This design comes from an exercise in tuning for small area on the open sky130 flow, not from production work.
Only simulation tests tie the RTL to the original design; equivalence was not proved.
Power figures rest on the tool's default switching activity, not on a simulated workload.

===== flow/design.v =====
module reg_file_mp #(
  parameter int DATA_W   = 32,
  parameter int ADDR_W   = 5,
  parameter bit ZERO_REG = 1'b1,
  parameter bit BYPASS   = 1'b1
) (
  input  logic              clk,
  input  logic              rst_n,
  input  logic [ADDR_W-1:0] RA,
  input  logic [ADDR_W-1:0] RB,
  output logic [DATA_W-1:0] Bus_A,
  output logic [DATA_W-1:0] Bus_B,
  input  logic [ADDR_W-1:0] RW0,
  input  logic [ADDR_W-1:0] RW1,
  input  logic [DATA_W-1:0] Bus_W0,
  input  logic [DATA_W-1:0] Bus_W1,
  input  logic              reg_write0,
  input  logic              reg_write1,
  input  logic              clear_req,
  output logic              busy,
  output logic              ready
);
  localparam int DEPTH = 1 << ADDR_W;
  localparam int LO    = ZERO_REG ? 1 : 0;
  logic              busy_q;
  logic [ADDR_W-1:0] cnt_q;
  logic [DATA_W-1:0] mem_q [DEPTH];
  assign busy  = busy_q;
  assign ready = ~busy_q;
  always_ff @(posedge clk or negedge rst_n) begin
    if (!rst_n) begin
      busy_q <= 1'b1;
      cnt_q  <= '0;
    end else if (busy_q) begin
      cnt_q <= cnt_q + 1'b1;
      if (cnt_q == '1) busy_q <= 1'b0;
    end else if (clear_req) begin
      busy_q <= 1'b1;
      cnt_q  <= '0;
    end
  end
  logic we0, we1;
  always_comb begin
    we0 = ~busy_q & reg_write0;
    we1 = ~busy_q & reg_write1;
    if (ZERO_REG && RW0 == '0) we0 = 1'b0;
    if (ZERO_REG && RW1 == '0) we1 = 1'b0;
    if (we1 && RW1 == RW0) we0 = 1'b0;
  end
  logic [DEPTH-1:0] s0, s1, hold;
  logic [DATA_W-1:0] w0_n, w1_n;
  assign w0_n = ~Bus_W0;
  assign w1_n = ~Bus_W1;
  genvar i, b;
  generate
    for (i = 0; i < DEPTH; i++) begin : g_ent
      assign s1[i]   = we1 & (RW1 == i);
      assign s0[i]   = we0 & (RW0 == i);
      assign hold[i] = ~busy_q & ~s1[i] & ~s0[i];
    end
    for (i = LO; i < DEPTH; i++) begin : g_mem
      logic [DATA_W-1:0] nxt;
      rf_went #(.W(DATA_W)) u_w (.s1_n(~s1[i]), .w1_n(w1_n), .s0_n(~s0[i]), .w0_n(w0_n),
                                 .h(hold[i]), .q(mem_q[i]), .y(nxt));
      always_ff @(posedge clk) mem_q[i] <= nxt;
    end
  endgenerate
  localparam int NT = DEPTH + 2 - LO;
  localparam int NG = (NT + 2) / 3;
  logic ok_a, ok_b, a1, a0, b1, b0;
  logic [3*NG-1:0] sel_a, sel_b;
  logic [DATA_W-1:0] term [3*NG];
  assign ok_a = ~busy_q & ~(ZERO_REG && RA == '0);
  assign ok_b = ~busy_q & ~(ZERO_REG && RB == '0);
  assign a1 = BYPASS && we1 && (RW1 == RA);
  assign a0 = BYPASS && we0 && (RW0 == RA);
  assign b1 = BYPASS && we1 && (RW1 == RB);
  assign b0 = BYPASS && we0 && (RW0 == RB);
  assign sel_a[0] = ok_a & a1;
  assign sel_a[1] = ok_a & a0;
  assign sel_b[0] = ok_b & b1;
  assign sel_b[1] = ok_b & b0;
  assign term[0]  = Bus_W1;
  assign term[1]  = Bus_W0;
  generate
    for (i = 2; i < 3*NG; i++) begin : g_sel
      if (i - 1 < LO || i - 1 >= DEPTH) begin : g_z
        assign sel_a[i] = 1'b0;
        assign sel_b[i] = 1'b0;
        assign term[i]  = '0;
      end else begin : g_e
        assign sel_a[i] = ok_a & ~a1 & ~a0 & (RA == i - 1);
        assign sel_b[i] = ok_b & ~b1 & ~b0 & (RB == i - 1);
        assign term[i]  = mem_q[i - 1];
      end
    end
  endgenerate
  logic [NG-1:0] ga [DATA_W];
  logic [NG-1:0] gb [DATA_W];
  genvar g;
  generate
    for (b = 0; b < DATA_W; b++) begin : g_bit
      for (g = 0; g < NG; g++) begin : g_grp
        rf_aoi222 u_a (.a1(sel_a[3*g]), .a2(term[3*g][b]), .b1(sel_a[3*g+1]), .b2(term[3*g+1][b]),
                       .c1(sel_a[3*g+2]), .c2(term[3*g+2][b]), .y(ga[b][g]));
        rf_aoi222 u_b (.a1(sel_b[3*g]), .a2(term[3*g][b]), .b1(sel_b[3*g+1]), .b2(term[3*g+1][b]),
                       .c1(sel_b[3*g+2]), .c2(term[3*g+2][b]), .y(gb[b][g]));
      end
      rf_nand_or11 u_oa (.n(ga[b]), .y(Bus_A[b]));
      rf_nand_or11 u_ob (.n(gb[b]), .y(Bus_B[b]));
    end
  endgenerate
endmodule
module rf_aoi222 (
  input  logic a1, a2, b1, b2, c1, c2,
  output logic y
);
  assign y = ~((a1 & a2) | (b1 & b2) | (c1 & c2));
endmodule
module rf_nand4 (
  input  logic a, b, c, d,
  output logic y
);
  assign y = ~(a & b & c & d);
endmodule
module rf_nand3 (
  input  logic a, b, c,
  output logic y
);
  assign y = ~(a & b & c);
endmodule
module rf_or3 (
  input  logic a, b, c,
  output logic y
);
  assign y = a | b | c;
endmodule
module rf_nand_or11 (
  input  logic [10:0] n,
  output logic        y
);
  logic p0, p1, p2;
  rf_nand4 u0 (.a(n[0]), .b(n[1]), .c(n[2]),  .d(n[3]), .y(p0));
  rf_nand4 u1 (.a(n[4]), .b(n[5]), .c(n[6]),  .d(n[7]), .y(p1));
  rf_nand3 u2 (.a(n[8]), .b(n[9]), .c(n[10]), .y(p2));
  rf_or3   u3 (.a(p0), .b(p1), .c(p2), .y(y));
endmodule
module rf_went #(
  parameter int W = 32
) (
  input  logic         s1_n, s0_n, h,
  input  logic [W-1:0] w1_n, w0_n, q,
  output logic [W-1:0] y
);
  assign y = ~(({W{s1_n}} | w1_n) & ({W{s0_n}} | w0_n) & ~({W{h}} & q));
endmodule

===== flow/run.sh =====
#!/bin/bash
# synth_recipe.tcl (not shown) runs the flow's synth.tcl, then flattens the netlist and writes it again
# the make line also repeats each setting of config.mk as NAME=value (left out here)
make -C /OpenROAD-flow-scripts/flow DESIGN_CONFIG=/design/flow/config.mk WORK_HOME=/design/flow/orfs CLKGATE_MAP_FILE= SYNTH_SCRIPT=/design/flow/synth_recipe.tcl finish

===== flow/config.mk =====
export PLATFORM = sky130hd
export DESIGN_NAME = reg_file_mp
export DESIGN_NICKNAME = reg_file_mp
export VERILOG_FILES = /design/flow/design.v
export SDC_FILE = /design/flow/constraint.sdc
export NUM_CORES = 4
export LEC_CHECK = 0
export CAP_MARGIN = 20
export CORE_MARGIN = 2
export CORE_UTILIZATION = 30
export CTS_BUF_LIST = sky130_fd_sc_hd__clkbuf_16
export CTS_CLUSTER_DIAMETER = 80
export CTS_CLUSTER_SIZE = 20
export PLACE_DENSITY = 0.45
export SLEW_MARGIN = 20
export SYNTH_HIERARCHICAL = 1

===== flow/constraint.sdc =====
create_clock -name core_clock -period 10.0 [get_ports {clk}]
set_input_delay 2.0000 -clock core_clock [delete_from_list [all_inputs] [get_ports {clk}]]
set_output_delay 2.0000 -clock core_clock [all_outputs]
set_load 0.01 [all_outputs]

==> flow_metrics.py, run 1 <==
metrics = {
    "outcome": {
        "status": "finished clean",
    },
    "final_layout": {
        "nFillCells": 15414,
        "syn_to_final_growth_pct": 15.2,
        "nNetsFinal": 4877,
        "drive_above_1_share_pct": 10.4,
        "fin_cells": 6836,
    },
    "clock_tree": {
        "cts_root_buffer": "clkbuf_16",
        "cts_buffers": 67,
        "cts_setup_buffers": 0,
        "cts_max_path_buffers": 3,
        "clock_sinks": 998,
        "tritoncts": "yes",
        "cts_resized": 0,
        "cts-hold-fix-buffers": 0,
        "clkTransAtPathRegs_ns": 0.08,
        "h-tree-depth": 3,
        "clock_latency_ns": 0.71,
    },
    "sta": {
        "worst_pin_slew_ns": 1.21,
        "hold_viol": 0,
        "fmax_mhz": 108,
        "slew_viol_final": 0,
        "finalClockSkew_ns": 0.0438,
        "period_needed_ns": 9.25,
        "slew_headroom_pct": 19.5,
        "setup_viol": 0,
        "period_share_pct": 92.5,
        "fin_tns_setup_ns": 0,
        "rsz0062_at_grt": "false",
    },
    "global_routing": {
        "antenna_found_initial": 29,
        "met3_usage_pct": 11.6,
        "grt_pass1_vias": 47684,
        "grt_busiest_layer": "met2",
        "grt_util_all_layers_pct": 34.3,
        "grt_pass1_wl_microns": 380000,
        "use_met2_pct": 50.3,
        "grt_max_degree": 44,
        "grt-ovfl-total": 0,
        "use_met1_pct": 44.8,
    },
    "floorplanning": {
        "ios": 155,
        "start_util_pct": 30.3,
        "dieArea_sq_um": 154000,
        "die_h_microns": 393,
        "die_x_microns": 393,
        "rows": 142,
        "coreArea_sq_um": 150000,
    },
    "routing": {
        "drt_wl_total_microns": 277000,
        "initialDrtViolationCount": 11318,
        "post-route-drc-count": 0,
        "wl_per_cell_microns": 40.5,
        "drtAntennaViolNets": 0,
        "vias": 51762,
        "vias_per_cell": 7.57,
        "drt-pass1-iter-count": 15,
    },
    "power": {
        "p_total_w": 0.00786,
        "vdd_drop_max_uv": 128,
        "leakagePower_nw": 17.1,
        "p_per_area_nw_per_um2": 150,
    },
    "critical_path": {
        "crit_fanout": 40,
        "cp-end-kind": "output pin",
        "critPathKind": "input pin to output pin",
        "cp.arrival_ns": 7.25,
        "startpoint_type": "input pin",
        "required_ns": 8.00,
    },
    "placed_design": {
        "dp_cells": 6727,
        "gp_congestion": 0.906,
        "port_buffers": 154,
        "hpwl_microns": 154000,
    },
    "synth": {
        "async_flop_share_pct": 0.601,
        "seq_area_frac_synth_pct": 44.1,
        "synth_edf_count": 0,
        "syn_nets": 4746,
        "syn_avg_cell_area_sq_um": 9.75,
        "netlist_instances": 4655,
        "yosysTopAreaCell": "dfxtp_1",
        "synthFlopType": "dfxtp_1",
        "synth_warnings": 13,
        "synthDistinctLibCells": 46,
        "synth-seq-cells": 998,
        "synth.area.top_cells": "dfxtp_1 (44%), o221ai_1 (19%), a222oi_1 (16%)",
        "synth_top_cell_area_share_pct": 43.8,
        "synth_area_sq_um": 45400,
    },
    "worst_hold_path": {
        "hold_path_class": "flop to flop",
    },
    "flow_run": {
        "maxCapViolCount": 0,
    },
}
## Yosys stat by module, one instance, submodules excluded, excerpt
module	copies in the design	flops+latches
rf_nand3	64	0
rf_aoi222	704	0
reg_file_mp	1	998
rf_or3	64	0
rf_nand4	128	0
## routing by layer
| metal | part of all wire (%) | routed length (microns) |
|---|---|---|
| met5 | 0.062 | 173 |
| met4 | 5.3 | 14800 |
| met3 | 14 | 39300 |
| met2 | 42 | 116000 |
| met1 | 38 | 106000 |
## worst max-delay path, stage by stage
cell             delay [ns]
clkdlybuf4s50_1        0.74
or4_1                  0.54
o21ai_1                0.29
or4_4                  0.31
nor4b_4                0.28
buf_12                 0.31
nor3_2                 0.21
buf_4                  0.38
a222oi_1               0.35
nand4_1                0.61
or3_1                  0.64
clkdlybuf4s50_1        0.51
## path summary, 6_finish.rpt
| kind | startpoint | endpoint | slack [ns] | depth (start not counted) |
|---|---|---|---|---|
| min in group asynchronous | rst_n | cnt_q[1] | 1.58 | 1 |
| worst max register to register | busy_q | mem_q[7][4] | 5.61 | 9 |
| worst min register to register | cnt_q[3] | cnt_q[3] | 0.49 | 1 |
| max in group asynchronous | rst_n | busy_q | 8.11 | 1 |
| worst max-delay path | RW1[2] | Bus_B[17] | 0.75 | 12 |
| worst min-delay path | cnt_q[3] | cnt_q[3] | 0.49 | 1 |
## metrics by stage
| stage | utilization (%) | worst slack (ns) | cell area [sq um] | hold slack (ns) |
|---|---|---|---|---|
| floorplan | - | 1.42 | 45400 | 0.445 |
| global placement | 33.3 | 1.10 | 50000 | 0.465 |
| detailed placement | 33.4 | 1.03 | 50100 | 0.471 |
| CTS | 34.8 | 1.03 | 52100 | 0.488 |
| global route | 34.9 | 0.668 | 52300 | 0.510 |
| finish | 34.9 | 0.754 | 52300 | 0.488 |
## sequential cells by signal, indices dropped and copies added, names as in the netlist
register / flops
mem_q: 992
cnt_q: 5
busy_q: 1
## cell families (layout without fill, tap and decap cells)
family / Yosys count / after routing / share of synthesized area [%]
compound gates: 1731 / 1731 / 35.3
simple gates: 1502 / 1502 / 14.5
flops: 998 / 998 / 44.1
buf+inv: 396 / 557 / 5.48
xor+xnor: 25 / 25 / 0.499
fa+ha+maj: 2 / 2 / 0.0551
mux: 1 / 1 / 0.0221
other cells: 0 / 4 / 0
## layout by cell type, fill, tap and decap left out, types with 9 or more instances in the layout
| cell | netlist | final |
|---|---|---|
| dfxtp_1 | 992 | 992 |
| or3_1 | 68 | 68 |
| xnor2_1 | 20 | 20 |
| clkdlybuf4s50_1 | 0 | 154 |
| nand3_1 | 85 | 79 |
| nand2_1 | 1087 | 1040 |
| nor2_1 | 14 | 12 |
| clkbuf_16 | 0 | 69 |
| inv_1 | 66 | 60 |
| nand2_2 | 0 | 45 |
| a221oi_4 | 0 | 27 |
| nor4_2 | 0 | 36 |
| nand4_1 | 128 | 128 |
| a222oi_1 | 704 | 704 |
| nor4b_2 | 0 | 9 |
| o221ai_1 | 992 | 992 |
| nor3_2 | 0 | 22 |
| buf_4 | 1 | 225 |
## power breakdown
group,total [W],internal (W),switching (W)
Combinational,0.000851,0.000156,0.000695
Sequential,0.00403,0.00399,0.0000350
Clock,0.00298,0.00136,0.00163
Total,0.00786,0.00551,0.00236
## cell usage after synthesis (all sizes together) (4+ instances only)
master / instances
nand2: 1087
nor4: 37
buf: 300
o21ai: 5
nor2b: 9
dfrtp: 5
a222oi: 704
nor2: 14
dfxtp: 992
a221oi: 27
nor3b: 5
nor4b: 11
o221ai: 992
or3: 68
nand4: 128
xnor2: 21
nand3: 85
inv: 66
clkbuf: 30
nand2b: 7
and3: 10
and2: 7
xor2: 4
nor3: 26
## final cells by class
| class | count | area [sq um] | share of cell area, % |
|---|---|---|---|
| clock buffer | 69 | 1730 | 3.30 |
| inverter | 66 | 248 | 0.474 |
| antenna | 4 | 10.0 | 0.0191 |
| sequential | 998 | 20000 | 38.3 |
| tap | 2016 | 2520 | 4.83 |
| multi-input combinational | 3261 | 23900 | 45.8 |
| timing repair buffer | 392 | 3520 | 6.73 |
| clock inverter | 30 | 309 | 0.591 |
==> inputs of run 2 (changes only) <==
==> flow/flow/run.sh (new file) <==
#!/bin/bash
# Standard ORFS layout (the standard.sh, unchanged synthesis) with two
# changes: port buffers use the smallest buffer, and the clock tree uses
# clkbuf_16 with larger sink clusters and no dummy loads.
# Each step's full output goes to its own log in this folder.
set -euo pipefail
export BUFFER_PORTS_ARGS="-buffer_cell sky130_fd_sc_hd__buf_1"
export CTS_ARGS="-sink_clustering_enable -repair_clock_nets -buf_list sky130_fd_sc_hd__clkbuf_16 -sink_clustering_size 20 -sink_clustering_max_diameter 80 -dont_use_dummy_load"
bash standard.sh synth > synth.log 2>&1
bash standard.sh finish > layout.log 2>&1
==> flow/standard.sh (new file) <==
#!/bin/bash
# synth_recipe.tcl (not shown) runs the flow's synth.tcl, then flattens the netlist and writes it again
# the make line also repeats each setting of config.mk as NAME=value (left out here)
make -C /OpenROAD-flow-scripts/flow DESIGN_CONFIG=/design/flow/config.mk WORK_HOME=/design/flow/orfs CLKGATE_MAP_FILE= SYNTH_SCRIPT=/design/flow/synth_recipe.tcl "${@:-finish}"
--- a/flow/config.mk
+++ b/flow/config.mk
@@ -9,7 +9,4 @@
 export CORE_MARGIN = 2
 export CORE_UTILIZATION = 30
-export CTS_BUF_LIST = sky130_fd_sc_hd__clkbuf_16
-export CTS_CLUSTER_DIAMETER = 80
-export CTS_CLUSTER_SIZE = 20
 export PLACE_DENSITY = 0.45
 export SLEW_MARGIN = 20
removed: flow/run.sh
==> flow_metrics.py, run 2 <==
metrics = {
    "final_layout": {
        "largestRegisters": "mem_q x992, cnt_q x5, busy_q x1",
        "largest_register_ffs": 992,
        "final_common_cell": "nand2_1",
        "nNetsFinal": 4855,
        "syn_to_final_growth_pct": 11.6,
        "regMostFlops": "mem_q",
        "drive_above_1_share_pct": 9.76,
        "layout_common_cells": "nand2_1 (1034), o221ai_1 (992), dfxtp_1 (992)",
    },
    "clock_tree": {
        "tritoncts": "yes",
        "cts-hold-fix-buffers": 0,
        "clock_sinks": 998,
        "clock_latency_ns": 0.71,
        "h-tree-depth": 3,
        "cts_resized": 0,
        "cts_root_buffer": "clkbuf_16",
        "cts_buffers": 66,
        "cts_max_path_buffers": 3,
        "cts_setup_buffers": 0,
        "clkTransAtPathRegs_ns": 0.09,
    },
    "synth": {
        "synthSimpleGateAreaFrac_pct": 14.5,
        "syn_nets": 4746,
        "netlist_instances": 4655,
        "synth_fa_ha_area_share_pct": 0.0551,
        "synthFlopType": "dfxtp_1",
        "seq_area_frac_synth_pct": 44.1,
        "synth_edf_count": 0,
        "synth_compound_area_share_pct": 35.3,
        "synth.most_common_cell": "nand2_1",
        "synth-seq-cells": 998,
        "yosysTopAreaCell": "dfxtp_1",
        "synth_area_sq_um": 45400,
        "synth_top_cell_area_share_pct": 43.8,
        "synth_warnings": 13,
        "synth_top_family_by_area": "compound AO/OA/AOI/OAI gates",
        "synthDistinctLibCells": 46,
        "synth.area.mux_share_pct": 0.0221,
        "synth_xor_area_share_pct": 0.499,
        "syn_avg_cell_area_sq_um": 9.75,
        "synth.area.top_cells": "dfxtp_1 (44%), o221ai_1 (19%), a222oi_1 (16%)",
        "async_flop_share_pct": 0.601,
        "synth_common_cells": "nand2_1 (1087), dfxtp_1 (992), o221ai_1 (992), a222oi_1 (704), buf_2 (196)",
    },
    "floorplanning": {
        "dieArea_sq_um": 154000,
        "ios": 155,
        "coreArea_sq_um": 150000,
        "rows": 142,
        "die_h_microns": 393,
        "die_x_microns": 393,
        "start_util_pct": 30.3,
    },
    "routing": {
        "post-route-drc-count": 0,
        "vias_per_cell": 7.62,
        "initialDrtViolationCount": 11441,
        "drtAntennaViolNets": 0,
        "vias": 51642,
        "drt_wl_total_microns": 276000,
        "drt-pass1-iter-count": 13,
        "wl_per_cell_microns": 40.7,
    },
    "power": {
        "power_switching_w": 0.00223,
        "internal_power_w": 0.00530,
        "power_frac_seq_pct": 53.3,
        "vdd_drop_max_uv": 132,
        "clkPwrFrac_pct": 35.7,
        "leakagePower_nw": 16.4,
        "switching_share_pct": 29.6,
        "p_per_area_nw_per_um2": 149,
        "combPwrFrac_pct": 11.0,
    },
    "global_routing": {
        "grt-ovfl-total": 0,
        "grt_util_all_layers_pct": 34.3,
        "grt_busiest_layer": "met2",
        "grt_max_degree": 64,
        "use_met2_pct": 50.6,
        "met3_usage_pct": 10.9,
        "grt_pass1_vias": 48016,
        "use_met1_pct": 44.3,
        "antenna_found_initial": 19,
        "grt_pass1_wl_microns": 382000,
    },
    "placed_design": {
        "hpwl_microns": 156000,
        "pre_cts_ws_ns": 1.51,
        "port_buffers": 154,
        "gp_congestion": 0.893,
    },
    "sta": {
        "hold_viol": 0,
        "setup_viol": 0,
        "period_needed_ns": 8.82,
        "rsz0062_at_grt": "false",
        "slew_headroom_pct": 14.3,
        "fmax_mhz": 113,
        "finalClockSkew_ns": 0.0435,
        "worst_pin_slew_ns": 1.28,
        "period_share_pct": 88.2,
        "setup_slack_ns": 1.18,
        "slew_viol_final": 0,
        "fin_tns_setup_ns": 0,
    },
    "critical_path": {
        "cp-end-kind": "output pin",
        "crit_start": "RW1[4]",
        "cp.arrival_ns": 6.82,
        "crit_fanout": 45,
        "r2r-end": "mem_q[10][9]",
        "critPathKind": "input pin to output pin",
        "timing.rr.start": "busy_q",
        "reg2reg_setup_slack_ns": 6.37,
        "startpoint_type": "input pin",
        "crit_end": "Bus_A[13]",
        "required_ns": 8.00,
        "reg2reg_depth": 8,
    },
    "worst_hold_path": {
        "hold_path_class": "flop to flop",
        "holdPathStages": 2,
        "min_from": "mem_q[30][30]",
    },
    "flow_run": {
        "maxCapViolCount": 0,
    },
    "outcome": {
        "status": "finished clean",
    },
}
## run 2: changes by cell type in the layout (fill, tap and decap cells not counted), sizes merged, moves of 3 or more
cell and delta:
bufinv -3, clkdlybuf4s50 -154, clkbuf -3, clkinv -7
buf +133, inv -19
## run 2: worst min path at each step
stage | to
final | mem_q[30][30]
after global routing | mem_q[15][2]
after CTS | cnt_q[3]
after detailed placement | mem_q[15][11]
after global placement | mem_q[23][18]
after floorplan | cnt_q[3]
## run 2: cells by family (layout without fill, tap and decap cells)
group | after synthesis | after routing
xor+xnor | 25 | 25
fa+ha+maj | 2 | 2
buf+inv | 396 | 503
compound gates | 1731 | 1731
other cells | 0 | 3
flops | 998 | 998
simple gates | 1502 | 1502
mux | 1 | 1
## run 2: power by group through the flow
stage / Sequential, W / Clock, W / Combinational [W]
finish: 0.00401 / 0.00269 / 0.000828
global route: 0.00402 / 0.00283 / 0.000821
CTS: 0.00401 / 0.00271 / 0.000778
detailed placement: 0.00411 / 0 / 0.000777
global placement: 0.00411 / 0 / 0.000774
floorplan: 0.00410 / 0 / 0.000351
## run 2: critical path: stages
cell and delay (ns):
buf_1 0.28, or4_1 0.61, o21ai_1 0.27, or4_4 0.30
nor4b_4 0.25, buf_4 0.69, nor4_2 0.11, buf_4 0.37
a222oi_1 0.50, nand4_1 0.57, or3_1 0.62, buf_1 0.18
## run 2: layout make-up
type	count	area, sq um
Fill cell	15468	99300
Multi-Input combinational cell	3261	24000
Sequential cell	998	20000
Tap cell	2016	2520
Timing Repair Buffer	371	2260
Clock buffer	66	1650
Inverter	66	248
Antenna cell	3	7.51
## run 2: metal layers
layer,share of wire (%),wire [microns]
met2,42,116000
met1,38,105000
met5,0.023,64
met3,14,37900
met4,6.3,17300
## run 2: modules after synthesis, one instance, submodules excluded, a selection
module       times used  flops+latches  cell area [sq um]
reg_file_mp           1            998              22400
rf_nand4            128              0               6.26
rf_nand3             64              0               5.00
rf_aoi222           704              0               10.0
rf_or3               64              0               6.26
## run 2: through the flow
step	utilization, %	instances	cell area (sq um)	total power [W]	hold slack [ns]
after detailed placement	32.7	6711	49000	0.00488	0.472
after global placement	32.6	6708	48900	0.00488	0.466
final	33.8	6781	50700	0.00753	0.493
after floorplan	-	4655	45400	0.00445	0.445
after global routing	33.8	6778	50700	0.00767	0.512
after CTS	33.8	6777	50600	0.00750	0.491

## what the ideal ports hide
Ports are ideal in the flow. The routed layouts listed here were re-timed in OpenROAD.
Step 1 assumes that a clkbuf_16 drives the clock port and a buf_2 every other input.
Step 2 adds t to the input delays and takes it off the output delays; t is the mean of the earliest and latest rising clock arrival at the registers after step 1. Input paths then give back, and output paths get back, about the clock's delay inside the block.
Slacks: no drivers / after step 1 / after step 2; pairs: no drivers / after step 1.
| run | t (ns) | setup slack, ns | hold slack, ns |
|---|---|---|---|
| run 1 | 0.765 | 0.754 / 0.676 / 0.676 | 0.488 / 0.488 / 0.488 |
| run 2 | 0.750 | 1.184 / 1.084 / 1.084 | 0.493 / 0.493 / 0.493 |
After both steps setup and hold are still met in every run listed. The setup slack of run 2, which loses most, moves by -0.100 ns with the drivers and by -0.100 ns with both steps.
